From an optimization exercise on the open Yosys and OpenROAD flow, aimed at small area, a short achievable clock period and few clock cycles per item; shortcuts taken in it are not production practice. In this exercise RTL edits were held to simulation tests only and were not proved equivalent to the original. No activity file was given, so power comes from the tool's default toggle rates.

// timing_wheel_scheduler
module timing_wheel_scheduler #(
  parameter int unsigned WHEEL_SLOTS = 64,
  parameter int unsigned MAX_TIMERS  = 32
) (
  input  wire logic                        clk_i,
  input  wire logic                        rst_ni,
  input  wire logic                        push,
  output logic                             full,
  input  wire logic [1:0]                  kind_i,
  input  wire logic [tws_pkg::IdW-1:0]     timer_id_i,
  input  wire logic signed [tws_pkg::DelayW-1:0] delay_ms_i,
  output logic                             empty,
  input  wire logic                        pop,
  output logic [2:0]                       status_o,
  output logic [tws_pkg::IdW-1:0]          expired_id_o,
  output logic                             last_o,
  input  wire logic                        cfg_valid_i,
  output logic                             cfg_ready_o,
  input  wire logic [tws_pkg::PeriodW-1:0] cfg_data_i
);
For scale: ~4,500 cells after synthesis, ~1,100 flip-flops, roughly 64 I/O pins, about 56,000 µm² of cells after synthesis.
Settings: LEC_CHECK=0, ABC_CLOCK_PERIOD_IN_PS=3500, CAP_MARGIN=20, CORE_MARGIN=2, CORE_UTILIZATION=70, CTS_BUF_LIST=sky130_fd_sc_hd__clkbuf_16, CTS_CLUSTER_DIAMETER=70, CTS_CLUSTER_SIZE=24, SETUP_SLACK_MARGIN=4, SLEW_MARGIN=20, TNS_END_PERCENT=100; clock period 8.0 ns.
run.sh (not shown) runs the stock make flow with config.mk's settings and CLKGATE_MAP_FILE= SYNTH_SCRIPT=/design/flow/synth_recipe.tcl, a recipe that flattens the netlist after the stock synthesis.
The first run went through all stages and came out clean.
Testbench counts at the start, summed over its fixed seeds: cycles 3,713, items 3,200.
Next try:
- CORE_UTILIZATION: 70 -> 55
- CTS_BUF_LIST: sky130_fd_sc_hd__clkbuf_16 -> default
- CTS_CLUSTER_DIAMETER: 70 -> default
- CTS_CLUSTER_SIZE: 24 -> default
Outcome: The new run finished clean. Utilization shrinks by 14 points. Routed wire length goes up by 6.9%. Fmax went down by 0.83%. Global-route usage falls by 6.4 points. Sequential power is higher by about 0.6%. Worst setup slack gets worse by 35 ps. Combinational power is higher by 3.9%. Final area climbs by 4.1%.

========
the previous run:
Another version of the RTL of timing_wheel_scheduler (not shown whole).
Size: about 4200 cells after synthesis, ~1100 flip-flops, ~64 I/O pins, about 53000 um2 of cells after synthesis.
==> flow/config.mk <==
export PLATFORM = sky130hd
export DESIGN_NAME = timing_wheel_scheduler
export DESIGN_NICKNAME = timing_wheel_scheduler
export VERILOG_FILES = /design/flow/design.v
export SDC_FILE = /design/flow/constraint.sdc
export NUM_CORES = 4
export LEC_CHECK = 0
export ABC_CLOCK_PERIOD_IN_PS = 3500
export CAP_MARGIN = 20
export CORE_MARGIN = 2
export CORE_UTILIZATION = 50
export SETUP_SLACK_MARGIN = 4
export SLEW_MARGIN = 20
export TNS_END_PERCENT = 100
==> flow/constraint.sdc <==
create_clock -name core_clock -period 8.0 [get_ports {clk_i}]
set_input_delay 1.6000 -clock core_clock [delete_from_list [all_inputs] [get_ports {clk_i}]]
set_output_delay 1.6000 -clock core_clock [all_outputs]
set_load 0.01 [all_outputs]
Testbench counts of the previous run, summed over its fixed seeds: cycles 4,345, items 3,200.
Setup changes, the previous run to the current run
Settings: a change of SETUP_SLACK_MARGIN from 4 to 5; a change of ABC_CLOCK_PERIOD_IN_PS from 3500 to 2500.
## What came out
- Between the previous run and the current run, the number of placed cells counting well taps figures differ only marginally.
- Delta(data required time of the critical path, the current run - the previous run) > 0
- The final setup skew in the current run was lower than what the previous run gave.
- Highest clock frequency the design can meet delta for the current run relative to the previous run: 1.2 MHz lower
- Delta(final-layout fill cell count, the current run - the previous run) < 0

========
Setup of indigo:
timing_wheel_scheduler, a different RTL version from the one above (not shown whole).
Size: about 4500 cells after synthesis, roughly 1100 flip-flops, ~64 I/O pins, about 56000 µm² of cells after synthesis.
Settings: LEC_CHECK=0, ABC_CLOCK_PERIOD_IN_PS=3300, CAP_MARGIN=20, CORE_MARGIN=2, CORE_UTILIZATION=70, CTS_BUF_LIST=sky130_fd_sc_hd__clkbuf_16, CTS_CLUSTER_DIAMETER=70, CTS_CLUSTER_SIZE=24, SETUP_SLACK_MARGIN=4.2, SLEW_MARGIN=20, TNS_END_PERCENT=100; clock period 8.0 ns.
Testbench counts of indigo, summed over its fixed seeds: cycles 3,713, items 3,200.
#### Input delta (fjord over indigo)
# indigo
export LEC_CHECK = 0
export ABC_CLOCK_PERIOD_IN_PS = 3300
export CAP_MARGIN = 20
export CORE_MARGIN = 2
export CORE_UTILIZATION = 70
export CTS_BUF_LIST = sky130_fd_sc_hd__clkbuf_16
export CTS_CLUSTER_DIAMETER = 70
export CTS_CLUSTER_SIZE = 24
export SETUP_SLACK_MARGIN = 4.2
export SLEW_MARGIN = 20
export TNS_END_PERCENT = 100
create_clock -name core_clock -period 8.0 [get_ports {clk_i}]
# fjord
export LEC_CHECK = 0
export ABC_CLOCK_PERIOD_IN_PS = 3500
export CAP_MARGIN = 20
export CORE_MARGIN = 2
export CORE_UTILIZATION = 70
export CTS_BUF_LIST = sky130_fd_sc_hd__clkbuf_16
export CTS_CLUSTER_DIAMETER = 70
export CTS_CLUSTER_SIZE = 24
export SETUP_SLACK_MARGIN = 4
export SLEW_MARGIN = 20
export TNS_END_PERCENT = 100
create_clock -name core_clock -period 8.0 [get_ports {clk_i}]
Results
- Relative to indigo, the initial antenna violation count of fjord is lower by 3.
- Per the comparison of fjord with indigo, total number of cells along the worst setup path up 1; post-route total power down 450 µW; layout overhead on the synthesized area down 3.0 points.
- Cell count: fjord lower than indigo
- Run comparison: fjord largest power group registers; indigo largest power group combinational cells
- | weighted congestion reported at the end of routability-driven placement | fjord vs indigo | 5.0% lower |
- indigo → fjord: tightest hold margin now sits lower, clock network power share shows an increase of 0.3 points, worst setup slack lost 0.057 ns, time the worst path needs with I/O delays and setup saw an increase.

[port drivers added, routing unchanged]
How much do the figures lean on ideal ports? The routed layouts below were timed once more, with nothing changed but the port constraints.
Step 1 sets driving cells, clkbuf_16 on the clock port and buf_2 on the other inputs (assumed; they add their load-dependent delay and slew).
Step 2 times the ports against the registers' clock, not the clock port: input delays grow and output delays shrink by t, the midpoint of the rising clock arrivals with the driver on.
Slacks: no drivers / after step 1 / after step 2; pairs: no drivers / after step 1.
run | shift t [ns] | slack for setup (ns) | worst setup path after step 2
the first run of note 1 | 0.752 | 3.828 / 3.828 / 3.828 | register to register
the second run of note 1 | 0.796 | 3.793 / 3.793 / 3.793 | register to register
the previous run | 0.780 | 2.481 / 2.481 / 2.481 | register to register
the current run | 0.788 | 2.444 / 2.444 / 2.444 | register to register
indigo | 0.752 | 3.865 / 3.865 / 3.865 | register to register
fjord | 0.750 | 3.808 / 3.808 / 3.808 | register to register
After both steps setup and hold are still met in every run listed.
